Context: an optimization exercise on an open-source flow, tuned for small area. The choices shown serve that exercise and are no tape-out recipe.
Function was checked by simulation only, so behaviour that the tests miss may differ from the original.
No activity file was given, so power comes from the tool's default toggle rates.

**flow/run.sh**
```bash
#!/bin/bash
# synth_recipe.tcl (not shown) runs the flow's synth.tcl, then flattens the netlist and writes it again
# the make line also repeats each setting of config.mk as NAME=value (left out here)
make -C /OpenROAD-flow-scripts/flow DESIGN_CONFIG=/design/flow/config.mk WORK_HOME=/design/flow/orfs CLKGATE_MAP_FILE= SYNTH_SCRIPT=/design/flow/synth_recipe.tcl finish
```
**flow/config.mk**
```make
export PLATFORM = sky130hd
export DESIGN_NAME = regfile_mp
export DESIGN_NICKNAME = regfile_mp
export VERILOG_FILES = /design/flow/design.v
export SDC_FILE = /design/flow/constraint.sdc
export NUM_CORES = 4
export LEC_CHECK = 0
export CAP_MARGIN = 20
export CORE_MARGIN = 2
export CORE_UTILIZATION = 30
export SLEW_MARGIN = 20
```
**flow/constraint.sdc**
```tcl
create_clock -name core_clock -period 8.0 [get_ports {clk}]
set_input_delay 1.6000 -clock core_clock [delete_from_list [all_inputs] [get_ports {clk}]]
set_output_delay 1.6000 -clock core_clock [all_outputs]
set_load 0.01 [all_outputs]
```
**flow/design.v**
```verilog
module regfile_mp #(
  parameter int XLEN     = 32,
  parameter int NREG     = 32,
  parameter int NRP      = 2,
  parameter int BYPASS   = 1,
  parameter int ZERO_REG = 1,
  localparam int AW      = $clog2(NREG)
) (
  input  logic                clk,
  input  logic                rst,
  input  logic [NRP*AW-1:0]   ra,
  output logic [NRP*XLEN-1:0] rd,
  input  logic                we,
  input  logic [AW-1:0]       wa,
  input  logic [XLEN-1:0]     wd,
  input  logic                iss_v,
  input  logic [AW-1:0]       iss_rd,
  output logic [NRP-1:0]      busy,
  output logic [AW:0]         pend_cnt
);
  logic [XLEN-1:0] x_reg [NREG];
  logic [NREG-1:0] pending_reg;
  logic [NREG-1:0] pending_next;
  logic [AW:0]     pend_cnt_reg;
  logic [AW:0]     pend_cnt_next;
  logic wr_ok;
  logic iss_ok;
  assign wr_ok  = we    && ((ZERO_REG == 0) || (wa     != '0));
  assign iss_ok = iss_v && ((ZERO_REG == 0) || (iss_rd != '0));
  always_ff @(posedge clk or posedge rst) begin
    if (rst) begin
      for (int r = 0; r < NREG; r++) begin
        x_reg[r] <= '0;
      end
    end else if (wr_ok) begin
      x_reg[wa] <= wd;
    end
  end
  genvar gi;
  generate
    for (gi = 0; gi < NREG; gi++) begin : g_sb
      logic sb_set;
      logic sb_clr;
      assign sb_set = iss_ok && (iss_rd == AW'(gi));
      assign sb_clr = wr_ok  && (wa     == AW'(gi));
      assign pending_next[gi] = sb_set || (pending_reg[gi] && !sb_clr);
    end
  endgenerate
  always_comb begin
    pend_cnt_next = '0;
    for (int r = 0; r < NREG; r++) begin
      pend_cnt_next = pend_cnt_next + (AW+1)'(pending_next[r]);
    end
  end
  always_ff @(posedge clk or posedge rst) begin
    if (rst) begin
      pending_reg  <= '0;
      pend_cnt_reg <= '0;
    end else begin
      pending_reg  <= pending_next;
      pend_cnt_reg <= pend_cnt_next;
    end
  end
  assign pend_cnt = pend_cnt_reg;
  generate
    for (gi = 0; gi < NRP; gi++) begin : g_rp
      logic [AW-1:0] ra_i;
      logic          zero_hit;
      logic          byp_hit;
      assign ra_i     = ra[gi*AW +: AW];
      assign zero_hit = (ZERO_REG != 0) && (ra_i == '0);
      assign byp_hit  = (BYPASS != 0) && wr_ok && (wa == ra_i);
      assign rd[gi*XLEN +: XLEN] = zero_hit ? '0 :
                                   byp_hit  ? wd : x_reg[ra_i];
      assign busy[gi] = !zero_hit && pending_reg[ra_i] && !byp_hit;
    end
  endgenerate
endmodule
```
==> impl_metrics.ini <==
[detailed_routing]
drt_first_iter_violations = 10500
ant_nets = 0
wire_per_inst_um = 40.59
drc = 0
wl_um = 297300
via_count = 50360
viasPerCell = 6.875
firstDrtPassIters = 9

[synthesis]
syn_area_per_cell_sq_um = 11.33
synthDistinctLibCells = 84
async_flop_share = 1.000
synth_area_sq_mm = 0.05408
synthCells = 4775
yosysSeqAreaShare = 0.4766
ys_ff_latch = 1030
mappedNetlistNets = 4862
synth_ff_type = dfrtp_1
synth-edff-count = 0
yosysWarnings = 2

[power]
p_comb_frac = 0.240
switching_share = 0.3211
p_int_mw = 11.53
p_sw_mw = 5.453
leakagePower_nw = 27.97
irDropWorstVdd_mv = 0.6378
seqPwrFrac = 0.429
clkPwrFrac = 0.331
p_per_area_mw_per_mm2 = 268.1

[global_route]
gr-usage-all-layers = 0.3127
grt_pass1_wl_um = 403800
antenna_found_initial = 42
grt_max_degree = 131
grt_pass1_vias = 47880
gr-total-overflow = 0

[placed_design]
routabilityCongestion = 0.9778
placed_area_sq_mm = 0.05936
dp_hpwl_um = 179100
pre_cts_slack_ns = 0.4828
portBuffers = 127

[cts]
postCtsSetupRepairBufs = 0
cts.repair.resized = 0
cts_buffers = 111
path_clk_slew_ns = 0.06
cts_tree = done
clock-sinks = 1030
clkLatencyLatePin_ns = 0.76
cts_max_level = 3
cts_root_buf = clkbuf_16
ctsHoldBuffers = 0
clock_path_buffers = 3

[timing]
slew_headroom = 0.1211
skew_ns = 0.007288
tightest_slew_ns = 1.318
fin_crit_sh = 0.9422
finalSetupViolCount = 0
fmax_ghz = 0.1327
hold_ws_ns = 0.4628
rsz0062_at_grt = false
timing.final.crit_period_ns = 7.538
hold_viol_final = 0
setup_ws_ns = 0.4623
final_max_slew_viol_count = 0

[critical_path]
cp.arrival_ns = 5.94
cp-start-kind = input port
required_ns = 6.40
path_max_fanout = 30
path_class = input port to output pin
r2r_cells = 19
worstSetupEndpointType = output pin

[run]
timing.max_cap.violations = 0

[floorplan]
ios = 128
initial_core_util = 0.3024
rows = 155
die_width_um = 428.6
coreArea_sq_mm = 0.1788
die_area_sq_mm = 0.1837
die_h_um = 428.6

[layout]
syn2layout_area_growth_pct = 17.14
final_common_cell = dfrtp_1
drive_gt1_frac = 0.3252
final_cell_mix = dfrtp_1 (1030), mux2_2 (924), a22oi_1 (628), and3_1 (328), buf_4 (271)
largest_reg_flops = 992
nets = 4940
final_area_sq_mm = 0.06335
utilization = 0.3543

[run_status]
status = finished clean

[min_path]
hp-class = flip-flop to flip-flop
hold_depth = 0
[per-layer routing]
metal | global-route usage | wire length [um]
met5 | 0 | 149
met4 | 0.2392 | 28390
met3 | 0.1267 | 43890
met2 | 0.4337 | 119200
met1 | 0.3848 | 105700
[cell type report]
class,instances,area (sq um)
diodes,29,72.57
clock buffers,152,3236
clock inverters,49,659.4
fillers,17760,115500
inverters,61,232.7
multi-input cells,3221,26620
flip-flops and latches,1030,25770
well taps,2355,2947
repair buffers,428,3804
[power groups by stage]
stage | sequential (mW) | combinational [mW] | clock [mW]
3_3_place_gp | 7.25 | 4.02 | 0
4_1_cts | 7.20 | 4.06 | 5.61
6_report | 7.28 | 4.08 | 5.62
2_1_floorplan | 6.93 | 2.84 | 0
5_1_grt | 7.34 | 4.50 | 5.81
3_5_place_dp | 7.28 | 4.03 | 0
[cells by family after synthesis]
kind of cell / after synthesis / synth area share
and+or+nand+nor: 1131 / 0.1164
AOI/OAI and AO/OA: 1093 / 0.1489
DFF: 1030 / 0.4766
muxes: 953 / 0.2024
buffers and inverters: 524 / 0.04315
adders and majority gates: 31 / 0.01050
xor gates and xnor gates: 13 / 0.002105
[through the flow]
step / total power, mW / cells / setup TNS, ns
after global placement: 11.27 / 7090 / 0
after detailed placement: 11.31 / 7092 / 0
after floorplan: 9.770 / 4775 / -8031.80
final: 16.98 / 7325 / 0
after CTS: 16.87 / 7293 / 0
after global routing: 17.65 / 7309 / 0
[worst paths after layout]
path | startpoint | to | slack (ns)
max | ra[6] | rd[39] | 0.46
min reg2reg | pending_reg[0] | pending_reg[0] | 0.46
min | pending_reg[0] | pending_reg[0] | 0.46
max in group asynchronous | rst | x_reg[18][7] | 4.83
min in group asynchronous | rst | x_reg[21][25] | 1.36
max reg2reg | pending_reg[23] | pend_cnt_reg[4] | 2.96
[critical path, cell delays in order]
cell and delay (ns):
buf_2 0.65, nand3_2 0.38, nor2_4 1.08, buf_4 0.43, a22oi_1 0.14, nand4_1 0.13
nor4_1 0.06, a221oi_1 0.69, buf_4 0.22, clkdlybuf4s50_1 0.52
[cells in the mapped netlist (7+ instances only)]
library cell / n / share of area
mux2_2: 924 / 0.19
nand3_1: 109 / 0.010
and2_1: 7 / 0.00081
buf_2: 174 / 0.016
buf_4: 13 / 0.0018
nand2b_1: 15 / 0.0017
buf_6: 13 / 0.0027
buf_1: 8 / 0.00056
nor4_1: 59 / 0.0068
a22o_1: 25 / 0.0040
nand4b_1: 7 / 0.0011
a21oi_1: 41 / 0.0038
nor3_1: 17 / 0.0016
and3b_1: 9 / 0.0015
inv_1: 60 / 0.0042
dfrtp_1: 1030 / 0.48
o21ai_1: 18 / 0.0017
xnor2_1: 11 / 0.0018
fa_1: 24 / 0.0089
nor2_1: 92 / 0.0064
nor2_2: 33 / 0.0038
a31oi_1: 11 / 0.0013
nor2b_1: 15 / 0.0017
a221oi_1: 29 / 0.0047
o21ai_0: 132 / 0.012
nor3b_1: 14 / 0.0019
a2111oi_2: 7 / 0.0019
or3_1: 8 / 0.00093
clkbuf_1: 253 / 0.018
nand3b_1: 8 / 0.0011
and3_1: 329 / 0.038
a22oi_1: 628 / 0.087
o31ai_1: 33 / 0.0046
a211oi_1: 11 / 0.0015
a2111oi_0: 93 / 0.015
nand2_1: 240 / 0.017
mux2i_1: 9 / 0.0017
nand4_1: 130 / 0.015
mux4_2: 20 / 0.0083
a31o_2: 13 / 0.0021
a32oi_1: 11 / 0.0018
ha_1: 7 / 0.0016

port drivers added, routing unchanged:
In the flow no input, the clock included, has a driving cell. The finished layout below was timed again as built, in two steps. Step 1 sets driving cells, clkbuf_16 on the clock port and buf_2 on the other inputs (assumed; they add their load-dependent delay and slew). Step 2 times the ports against the registers' clock, not the clock port: input delays grow and output delays shrink by t, the midpoint of the rising clock arrivals with the driver on. a / b / c = no drivers / after step 1 / after step 2; a / b = the first two.
shift t [ns]: 0.835
setup WS [ns]: 0.462 / 0.309 / 0.309
worst setup path after step 2: input to output
worst register clock-pin slew, ns: 0.07 / 0.07
worst data-port slew with drivers (ns): 0.20
After both steps this run still meets setup and hold. For this run, drivers alone change the setup slack by -0.153 ns; drivers and shift together by -0.153 ns.
